Background: an optimization exercise with open tools, aiming at small area and a short achievable clock period. Do not read the settings as production practice. Power figures rest on the tool's default switching activity, not on a simulated workload.

Design note_lane_scroller, start of the top module:
module note_lane_scroller #(
  parameter  int LANES   = note_pkg::DEF_LANES,
  parameter  int SLOTS   = 40,
  parameter  int POS_W   = note_pkg::DEF_POS_W,
  parameter  int SPEED_W = 4,
  parameter  int SPAWN_Y = note_pkg::DEF_SPAWN_Y,
  parameter  int HIT_Y   = note_pkg::DEF_HIT_Y,
  parameter  int HIT_WIN = note_pkg::DEF_HIT_WIN,
  localparam int IDX_W   = $clog2(SLOTS),
  localparam int LANE_W  = $clog2(LANES),
  localparam int CNT_W   = $clog2(SLOTS + 1)
) (
  input  logic               clock,
  input  logic               reset_n,
  input  logic               tick,
  input  logic [SPEED_W-1:0] speed,
  input  logic               chart_valid,
  input  logic [LANES-1:0]   chart_lanes,
  output logic               chart_ready,
  input  logic [LANES-1:0]   strum,
  output logic [LANES-1:0]   hit,
  output logic [LANES-1:0]   miss,
  output logic [LANES-1:0]   bad_strum,
  input  logic [IDX_W-1:0]   rd_idx,
  output logic               rd_valid,
  output logic [LANE_W-1:0]  rd_lane,
  output logic [POS_W-1:0]   rd_pos,
  output logic [CNT_W-1:0]   active_count,
  output logic               overflow
);
clock: 95.0 ns
lec_check: 0
cap_margin: 20
core_margin: 2
core_utilization: 45
cts_buf_list: sky130_fd_sc_hd__clkbuf_8
cts_cluster_size: 30
gpl_timing_driven: 0
place_density: 0.6
slew_margin: 20
standard.sh (not shown) runs the stock make flow with config.mk's settings and CLKGATE_MAP_FILE= SYNTH_SCRIPT=/design/flow/synth_recipe.tcl, a recipe that flattens the netlist after the stock synthesis.
==> flow/flow/run.sh <==
#!/bin/bash
# Layout flow: the standard ORFS flow, with a synthesis script that maps the logic for area
# (ABC "map -a", no Yosys full-adder extraction). Registers are mapped exactly as in the standard
# synthesis. Each step's full output goes to a log file in this folder.
set -euo pipefail
HERE=$(pwd)
FLOWDIR=$HERE/flow
sed -e "s|SYNTH_SCRIPT=[^ ]*|SYNTH_SCRIPT=$FLOWDIR/synth.tcl|" standard.sh > own_synth.sh
export CUSTOM_ABC_SCRIPT=$FLOWDIR/abc_area.script
bash own_synth.sh synth > flow_synth.log 2>&1
bash standard.sh > flow_layout.log 2>&1
==> flow/flow/abc_area.script <==
strash; dch; map -a
==> flow/flow/synth.tcl <==
proc synth {args} { yosys synth -nofsm -noshare {*}$args }
# Map combinational logic for area: use our own ABC script in place of the one ORFS picks.
proc abc {args} {
  set i [lsearch -exact $args -script]
  if { $i >= 0 } { lset args [expr {$i + 1}] $::env(CUSTOM_ABC_SCRIPT) }
  yosys abc {*}$args
}
# Leave adders to ABC instead of Yosys's full/half-adder cell extraction.
proc extract_fa {args} { }
source $::env(SCRIPTS_DIR)/synth.tcl
# left out here: clear keep_hierarchy, flatten, clean up, hide names made inside functions, write 1_2_yosys.v
Rerun with:
==> flow/flow/run.sh (replaced) <==
#!/bin/bash
# Layout flow: the standard ORFS flow with three changes:
#  - synthesis maps the logic for area (ABC "map -a", no Yosys full-adder extraction); registers
#    are mapped exactly as in the standard synthesis;
#  - ports are buffered with sky130_fd_sc_hd__buf_2;
#  - the resizer's setup repair works toward a setup margin (flow/margin.txt), so that it
#    shortens the paths that set the achieved clock period. The clock and constraints are the standard flow's.
# Each step's full output goes to a log file in this folder.
set -euo pipefail
HERE=$(pwd)
FLOWDIR=$HERE/flow
MARGIN=$(cat $FLOWDIR/margin.txt)
sed -e "s|SYNTH_SCRIPT=[^ ]*|SYNTH_SCRIPT=$FLOWDIR/synth.tcl|" standard.sh > own_synth.sh
sed -e "s|\"\${@:-finish}\"|SETUP_SLACK_MARGIN=$MARGIN BUFFER_PORTS_ARGS=\"-buffer_cell sky130_fd_sc_hd__buf_2\" \"\${@:-finish}\"|" standard.sh > own_layout.sh
export CUSTOM_ABC_SCRIPT=$FLOWDIR/abc_area.script
bash own_synth.sh synth > flow_synth.log 2>&1
bash own_layout.sh > flow_layout.log 2>&1
==> flow/flow/margin.txt (new file) <==
74
- CORE_UTILIZATION: 45 -> 30
- PLACE_DENSITY: 0.6 -> 0.5
After rerunning: The changed run ran to the end with no violations; via count went up by 1.1%; sequential share of layout area went down by 2.7 points; total power went up by about 9%; routed wire length went up by about 17%; die area went up by about 50%; setup slack is better by 2.9 ns; clock-buffer cell count went up by 5.
Rerun with:
==> flow/flow/margin.txt (replaced) <==
72
After rerunning: Core utilization is lower by 2.6 points. Cell area fell by a few percent. Clock skew fell by 0.0097 ns. Routed wire length is higher by a few percent. Setup slack loses 0.28 ns. Sequential power climbs slightly. First-iteration DRC count drops by a few percent. Non-clock buffer count goes down by 186. Power goes down slightly. Synthesized cell count is unchanged. Via count decreases slightly.
No run of this note included a check of the RTL's function; only the layout flow was run.

[static timing again, ports no longer ideal]
No port has a modelled driver above. Below, the same layouts with a new extraction and two added sets of constraints.
Step 1: set_driving_cell puts a clkbuf_16 on clock and a buf_2 on each other input, an assumption about the parent block.
Step 2 times the ports against the registers' clock, not the clock port: input delays grow and output delays shrink by t, the midpoint of the rising clock arrivals with the driver on.
a / b / c = no drivers / after step 1 / after step 2; a / b = the first two.
run	t (ns)	setup WS [ns]	worst hold slack (ns)	pins driven straight from the clock port
the first run	0.885	69.541 / 69.592 / 68.707	0.460 / 0.460 / 0.460	1
the second run	0.940	72.435 / 72.211 / 71.271	0.464 / 0.464 / 0.464	1
the third run	0.962	72.151 / 72.174 / 71.212	0.462 / 0.462 / 0.462	1
After both steps setup and hold are still met in every run listed. The setup slack of the second run, which loses most, moves by -0.224 ns with the drivers and by -1.164 ns with both steps.
